From an optimization exercise on the open Yosys and OpenROAD flow, aimed at small area; shortcuts taken in it are not production practice. Only simulation tests tie the RTL to the original design; equivalence was not proved. No activity file was given, so power comes from the tool's default toggle rates.

==> flow/design.v <==
module regfile_ext_sb (
    input  logic        clk,
    input  logic        rst_n,
    input  logic        we,
    input  logic [2:0]  wmode,
    input  logic [4:0]  waddr,
    input  logic [31:0] wdata,
    input  logic [1:0]  byte_off,
    input  logic [31:0] pc,
    input  logic [9:0]  raddr,
    output logic [63:0] rdata,
    input  logic        issue_ld,
    input  logic [4:0]  ld_rd,
    output logic [31:0] busy,
    output logic        stall,
    output logic        misalign
);
    logic [31:0] regs_q [1:31];
    logic [31:1] busy_q;
    logic        misalign_q;
    logic [31:0] wv;
    logic        legal, misal;
    rf_wval u_wval (
        .wmode(wmode), .wdata(wdata), .byte_off(byte_off), .pc(pc),
        .wv(wv), .legal(legal), .misal(misal)
    );
    logic par_q;
    always_ff @(posedge clk) begin
        par_q <= rst_n && !par_q;
    end
    logic [31:0] wst;
    for (genvar b = 0; b < 32; b++) begin : g_wst
        rf_xor2s u_x (.a(wv[b]), .b(par_q), .y(wst[b]));
    end
    logic [31:1] wrow, hrow;
    rf_wdec u_wdec (
        .en(we & legal), .rst_n(rst_n), .a(waddr), .wrow(wrow), .hrow(hrow)
    );
    for (genvar i = 1; i < 32; i++) begin : g_reg
        logic [31:0] nxt;
        for (genvar b = 0; b < 32; b++) begin : g_bit
            rf_hold u_hold (.q(regs_q[i][b]), .w(wrow[i]), .d(wst[b]), .h(hrow[i]), .y(nxt[b]));
        end
        always_ff @(posedge clk) begin
            regs_q[i] <= nxt;
        end
    end
    logic [31:1] busy_d;
    rf_sb u_sb (
        .issue_ld(issue_ld), .rst_n(rst_n), .ld_rd(ld_rd), .busy_q(busy_q),
        .hrow(hrow), .busy_d(busy_d)
    );
    always_ff @(posedge clk) begin
        busy_q     <= busy_d;
        misalign_q <= rst_n && we && misal;
    end
    logic [1:0] st;
    for (genvar k = 0; k < 2; k++) begin : g_port
        logic [31:0] s;
        logic p;
        rf_rdec u_rdec (
            .en(we & legal), .a(raddr[5*k +: 5]), .waddr(waddr), .busy_q(busy_q),
            .par(par_q), .s(s), .p(p), .st(st[k])
        );
        for (genvar b = 0; b < 32; b++) begin : g_bit
            logic [31:0] d;
            assign d[0] = wv[b];
            for (genvar i = 1; i < 32; i++) begin : g_d
                assign d[i] = regs_q[i][b];
            end
            rf_sel32 u_sel (.d(d), .s(s), .p(p), .y(rdata[32*k+b]));
        end
    end
    assign stall    = |st;
    assign busy     = {busy_q, 1'b0};
    assign misalign = misalign_q;
endmodule
module rf_wval (
    input  logic [2:0]  wmode,
    input  logic [31:0] wdata,
    input  logic [1:0]  byte_off,
    input  logic [31:0] pc,
    output logic [31:0] wv,
    output logic        legal,
    output logic        misal
);
    logic m0, m1, m3, m5, mh;
    assign m0 = (wmode == 3'd0);
    assign m1 = (wmode == 3'd1);
    assign m3 = (wmode == 3'd3);
    assign m5 = (wmode == 3'd5);
    assign mh = (wmode == 3'd3) || (wmode == 3'd4);
    assign legal = (m0 && byte_off == 2'd0) || (wmode == 3'd1) || (wmode == 3'd2) ||
                   (mh && !byte_off[0]) || m5;
    assign misal = (m0 && byte_off != 2'd0) || (mh && byte_off[0]);
    logic [31:2] pc4;
    rf_inc u_inc (.a(pc[31:2]), .y(pc4));
    logic [3:0] lane;
    logic       mw, ma, mb;
    logic       sign8, sign16, ext8_n, ext16;
    assign lane   = {4{!m5}} & (4'b0001 << byte_off);
    assign mw     = m0 | mh;
    assign ma     = mw & !byte_off[1];
    assign mb     = mw & byte_off[1];
    assign sign8  = wdata[8*byte_off + 7];
    assign sign16 = wdata[16*byte_off[1] + 15];
    assign ext8_n = !(m1 & sign8);
    assign ext16  = (m1 & sign8) | (m3 & sign16);
    for (genvar b = 0; b < 8; b++) begin : g_lo
        logic p;
        if (b < 2) begin : g_p
            assign p = pc[b];
        end else begin : g_p
            assign p = pc4[b];
        end
        rf_sel5 u_sel (
            .d({p, wdata[b+24], wdata[b+16], wdata[b+8], wdata[b]}),
            .s({m5, lane}), .y(wv[b])
        );
    end
    for (genvar b = 8; b < 16; b++) begin : g_mid
        rf_sel3e u_sel (
            .d({pc4[b], wdata[b+16], wdata[b]}), .s({m5, mb, ma}), .e_n(ext8_n), .y(wv[b])
        );
    end
    for (genvar b = 16; b < 32; b++) begin : g_hi
        rf_sel2e u_sel (
            .d({pc4[b], wdata[b]}), .s({m5, m0}), .e(ext16), .y(wv[b])
        );
    end
endmodule
module rf_inc (
    input  logic [29:0] a,
    output logic [29:0] y
);
    logic [16:0] c;
    assign c[0] = 1'b1;
    for (genvar j = 0; j < 16; j++) begin : g_lo
        assign y[j]   = a[j] ^ c[j];
        assign c[j+1] = a[j] & c[j];
    end
    logic [29:16] h;
    assign h[16] = 1'b1;
    for (genvar j = 16; j < 29; j++) begin : g_h
        assign h[j+1] = a[j] & h[j];
    end
    for (genvar j = 16; j < 30; j++) begin : g_hi
        assign y[j] = a[j] ^ (c[16] & h[j]);
    end
endmodule
module rf_sel5 (
    input  logic [4:0] d,
    input  logic [4:0] s,
    output logic       y
);
    assign y = |(d & s);
endmodule
module rf_sel3e (
    input  logic [2:0] d,
    input  logic [2:0] s,
    input  logic       e_n,
    output logic       y
);
    assign y = ~(~|(d & s) & e_n);
endmodule
module rf_sel2e (
    input  logic [1:0] d,
    input  logic [1:0] s,
    input  logic       e,
    output logic       y
);
    assign y = |(d & s) | e;
endmodule
module rf_and3 (
    input  logic a,
    input  logic b,
    input  logic c,
    output logic y
);
    assign y = a & b & c;
endmodule
module rf_dec3 (
    input  logic [2:0] a,
    output logic [7:0] y
);
    assign y = 8'b0000_0001 << a;
endmodule
module rf_wdec (
    input  logic        en,
    input  logic        rst_n,
    input  logic [4:0]  a,
    output logic [31:1] wrow,
    output logic [31:1] hrow
);
    logic [3:0] lo;
    logic [7:0] hie, hi;
    rf_pre2 u_lo (.a(a[1:0]), .y(lo));
    rf_pre3 u_hie (.a(a[4:2]), .en(en), .y(hie));
    rf_pre3 u_hi (.a(a[4:2]), .en(en & rst_n), .y(hi));
    for (genvar i = 1; i < 32; i++) begin : g_row
        logic wn;
        rf_nand2 u_wn (.a(lo[i%4]), .b(hie[i/4]), .y(wn));
        rf_nand2 u_w (.a(wn), .b(rst_n), .y(wrow[i]));
        rf_nand2 u_h (.a(lo[i%4]), .b(hi[i/4]), .y(hrow[i]));
    end
endmodule
module rf_nand2 (
    input  logic a,
    input  logic b,
    output logic y
);
    assign y = ~(a & b);
endmodule
module rf_pre2 (
    input  logic [1:0] a,
    output logic [3:0] y
);
    assign y = 4'b0001 << a;
endmodule
module rf_pre3 (
    input  logic [2:0] a,
    input  logic       en,
    output logic [7:0] y
);
    assign y = {7'd0, en} << a;
endmodule
module rf_sb (
    input  logic        issue_ld,
    input  logic        rst_n,
    input  logic [4:0]  ld_rd,
    input  logic [31:1] busy_q,
    input  logic [31:1] hrow,
    output logic [31:1] busy_d
);
    logic [3:0] lo;
    logic [7:0] hi;
    rf_pre2 u_lo (.a(ld_rd[1:0]), .y(lo));
    rf_pre3 u_hi (.a(ld_rd[4:2]), .en(issue_ld & rst_n), .y(hi));
    for (genvar i = 1; i < 32; i++) begin : g_row
        rf_busy u_b (.q(busy_q[i]), .h(hrow[i]), .r(rst_n), .d(lo[i%4]), .w(hi[i/4]), .y(busy_d[i]));
    end
endmodule
module rf_rdec (
    input  logic        en,
    input  logic [4:0]  a,
    input  logic [4:0]  waddr,
    input  logic [31:1] busy_q,
    input  logic        par,
    output logic [31:0] s,
    output logic        p,
    output logic        st
);
    logic byp;
    assign byp  = en && (a != 5'd0) && (waddr == a);
    assign s[0] = byp;
    assign p    = par && (a != 5'd0) && !byp;
    logic [3:0] lo;
    logic [7:0] hi;
    logic       nbyp;
    assign nbyp = !byp;
    rf_pre2 u_lo (.a(a[1:0]), .y(lo));
    rf_dec3 u_hi (.a(a[4:2]), .y(hi));
    for (genvar i = 1; i < 32; i++) begin : g_row
        rf_and3 u_s (.a(lo[i%4]), .b(hi[i/4]), .c(nbyp), .y(s[i]));
    end
    logic [7:0] t;
    rf_sel3 u_t0 (.d(busy_q[3:1]), .s(lo[3:1]), .y(t[0]));
    for (genvar h = 1; h < 8; h++) begin : g_grp
        rf_sel4 u_t (.d(busy_q[4*h +: 4]), .s(lo), .y(t[h]));
    end
    rf_sel8 u_st (.d(t), .s(hi), .y(st));
endmodule
module rf_sel3 (
    input  logic [2:0] d,
    input  logic [2:0] s,
    output logic       y
);
    assign y = |(d & s);
endmodule
module rf_sel4 (
    input  logic [3:0] d,
    input  logic [3:0] s,
    output logic       y
);
    assign y = |(d & s);
endmodule
module rf_sel8 (
    input  logic [7:0] d,
    input  logic [7:0] s,
    output logic       y
);
    assign y = |(d & s);
endmodule
module rf_hold (
    input  logic q,
    input  logic w,
    input  logic d,
    input  logic h,
    output logic y
);
    assign y = ~((q | w) & (d | h));
endmodule
module rf_busy (
    input  logic q,
    input  logic h,
    input  logic r,
    input  logic d,
    input  logic w,
    output logic y
);
    assign y = (q & h & r) | (d & w);
endmodule
module rf_sel32 (
    input  logic [31:0] d,
    input  logic [31:0] s,
    input  logic        p,
    output logic        y
);
    logic [9:0] t;
    for (genvar g = 0; g < 10; g++) begin : g_aoi
        rf_aoi222 u_aoi (.d(d[3*g +: 3]), .s(s[3*g +: 3]), .y(t[g]));
    end
    rf_tail u_tail (.t(t), .d(d[31:30]), .s(s[31:30]), .p(p), .y(y));
endmodule
module rf_aoi222 (
    input  logic [2:0] d,
    input  logic [2:0] s,
    output logic       y
);
    assign y = ~|(d & s);
endmodule
module rf_tail (
    input  logic [9:0] t,
    input  logic [1:0] d,
    input  logic [1:0] s,
    input  logic       p,
    output logic       y
);
    logic [2:0] n;
    rf_nand4 u_n0 (.a(t[3:0]), .y(n[0]));
    rf_nand4 u_n1 (.a(t[7:4]), .y(n[1]));
    rf_nand2aoi u_n2 (.t(t[9:8]), .d(d), .s(s), .y(n[2]));
    rf_or3x u_or (.a(n), .p(p), .y(y));
endmodule
module rf_nand4 (
    input  logic [3:0] a,
    output logic       y
);
    assign y = ~&a;
endmodule
module rf_nand2aoi (
    input  logic [1:0] t,
    input  logic [1:0] d,
    input  logic [1:0] s,
    output logic       y
);
    assign y = ~(&t & ~|(d & s));
endmodule
module rf_or3x (
    input  logic [2:0] a,
    input  logic       p,
    output logic       y
);
    logic o;
    rf_or3 u_or (.a(a), .y(o));
    rf_xor2 u_xor (.a(o), .b(p), .y(y));
endmodule
module rf_or3 (
    input  logic [2:0] a,
    output logic       y
);
    assign y = |a;
endmodule
module rf_xor2s (
    input  logic a,
    input  logic b,
    output logic y
);
    logic x;
    rf_xnor2 u_x (.a(a), .b(b), .y(x));
    rf_inv u_i (.a(x), .y(y));
endmodule
module rf_xnor2 (
    input  logic a,
    input  logic b,
    output logic y
);
    assign y = ~(a ^ b);
endmodule
module rf_inv (
    input  logic a,
    output logic y
);
    assign y = ~a;
endmodule
module rf_xor2 (
    input  logic a,
    input  logic b,
    output logic y
);
    assign y = a ^ b;
endmodule
export LEC_CHECK = 0
export CAP_MARGIN = 20
export CORE_MARGIN = 2
export CORE_UTILIZATION = 30
export SLEW_MARGIN = 20
export SYNTH_HIERARCHICAL = 1
export SYNTH_MINIMUM_KEEP_SIZE = 0
create_clock -name core_clock -period 10.0 [get_ports {clk}]
standard.sh (not shown) runs the stock make flow with config.mk's settings and CLKGATE_MAP_FILE= SYNTH_SCRIPT=/design/flow/synth_recipe.tcl, a recipe that flattens the netlist after the stock synthesis.
==> flow/flow/run.sh <==
#!/bin/bash
set -euo pipefail
cd "$(dirname "$0")/.."
export BUFFER_PORTS_ARGS="-buffer_cell sky130_fd_sc_hd__buf_1"
export CTS_ARGS="-sink_clustering_enable -repair_clock_nets -buf_list {sky130_fd_sc_hd__clkbuf_8 sky130_fd_sc_hd__clkbuf_16} -dont_use_dummy_load -sink_clustering_size 25 -sink_clustering_max_diameter 70"
bash standard.sh finish > flow_make.log 2>&1
Change:
--- a/flow/design.v
+++ b/flow/design.v
@@ -62,11 +62,11 @@
             .en(we & legal), .a(raddr[5*k +: 5]), .waddr(waddr), .busy_q(busy_q),
             .par(par_q), .s(s), .p(p), .st(st[k])
         );
         for (genvar b = 0; b < 32; b++) begin : g_bit
             logic [31:0] d;
-            assign d[0] = wv[b];
+            assign d[0] = wst[b];
             for (genvar i = 1; i < 32; i++) begin : g_d
                 assign d[i] = regs_q[i][b];
             end
             rf_sel32 u_sel (.d(d), .s(s), .p(p), .y(rdata[32*k+b]));
         end
@@ -183,10 +183,32 @@
     input  logic [2:0] a,
     output logic [7:0] y
 );
     assign y = 8'b0000_0001 << a;
 endmodule
+module rf_xor2s (
+    input  logic a,
+    input  logic b,
+    output logic y
+);
+    logic x;
+    rf_xnor2 u_x (.a(a), .b(b), .y(x));
+    rf_inv u_i (.a(x), .y(y));
+endmodule
+module rf_xnor2 (
+    input  logic a,
+    input  logic b,
+    output logic y
+);
+    assign y = ~(a ^ b);
+endmodule
+module rf_inv (
+    input  logic a,
+    output logic y
+);
+    assign y = ~a;
+endmodule
 module rf_wdec (
     input  logic        en,
     input  logic        rst_n,
     input  logic [4:0]  a,
     output logic [31:1] wrow,
@@ -251,11 +273,11 @@
     output logic        st
 );
     logic byp;
     assign byp  = en && (a != 5'd0) && (waddr == a);
     assign s[0] = byp;
-    assign p    = par && (a != 5'd0) && !byp;
+    assign p    = par && (a != 5'd0);
     logic [3:0] lo;
     logic [7:0] hi;
     logic       nbyp;
     assign nbyp = !byp;
     rf_pre2 u_lo (.a(a[1:0]), .y(lo));
@@ -369,32 +391,10 @@
     input  logic [2:0] a,
     output logic       y
 );
     assign y = |a;
 endmodule
-module rf_xor2s (
-    input  logic a,
-    input  logic b,
-    output logic y
-);
-    logic x;
-    rf_xnor2 u_x (.a(a), .b(b), .y(x));
-    rf_inv u_i (.a(x), .y(y));
-endmodule
-module rf_xnor2 (
-    input  logic a,
-    input  logic b,
-    output logic y
-);
-    assign y = ~(a ^ b);
-endmodule
-module rf_inv (
-    input  logic a,
-    output logic y
-);
-    assign y = ~a;
-endmodule
 module rf_xor2 (
     input  logic a,
     input  logic b,
     output logic y
 );
Effect: Total power shrinks by a few percent. First-iteration DRC count rises by roughly a tenth. Clock skew is lower by 22 ps. Setup slack got worse by 120 ps. Worst hold slack improves by 8.6 ps. Combinational power climbs by a few percent. Final area went down slightly. Register-to-register slack improved by 60 ps. Wire length rises by a few percent. Sequential share of layout area went up by 0.41 points.

separate check: timing with driven ports:
In the flow no input, the clock included, has a driving cell. The finished layouts below were timed again as built, in two steps. Step 1, drivers: a clkbuf_16 drives clk and a buf_2 each remaining input, both assumed. Step 2 adds t to the input delays and takes it off the output delays; t is the mean of the earliest and latest rising clock arrival at the registers after step 1. Input paths then give back, and output paths get back, about the clock's delay inside the block. Three values: ideal ports, drivers, drivers and shift; two values: the first two.
| run | t, ns | slack for setup (ns) | worst hold slack (ns) | latest minus earliest clock arrival (ns) | cell pins on the clock port's net |
|---|---|---|---|---|---|
| the first run | 0.762 | 0.428 / 0.405 / 0.405 | 0.469 / 0.469 / 0.469 | 0.087 / 0.086 | 1 |
| the second run | 0.746 | 0.310 / 0.287 / 0.287 | 0.477 / 0.477 / 0.477 | 0.049 / 0.050 | 1 |
After both steps setup and hold are still met in every run listed.
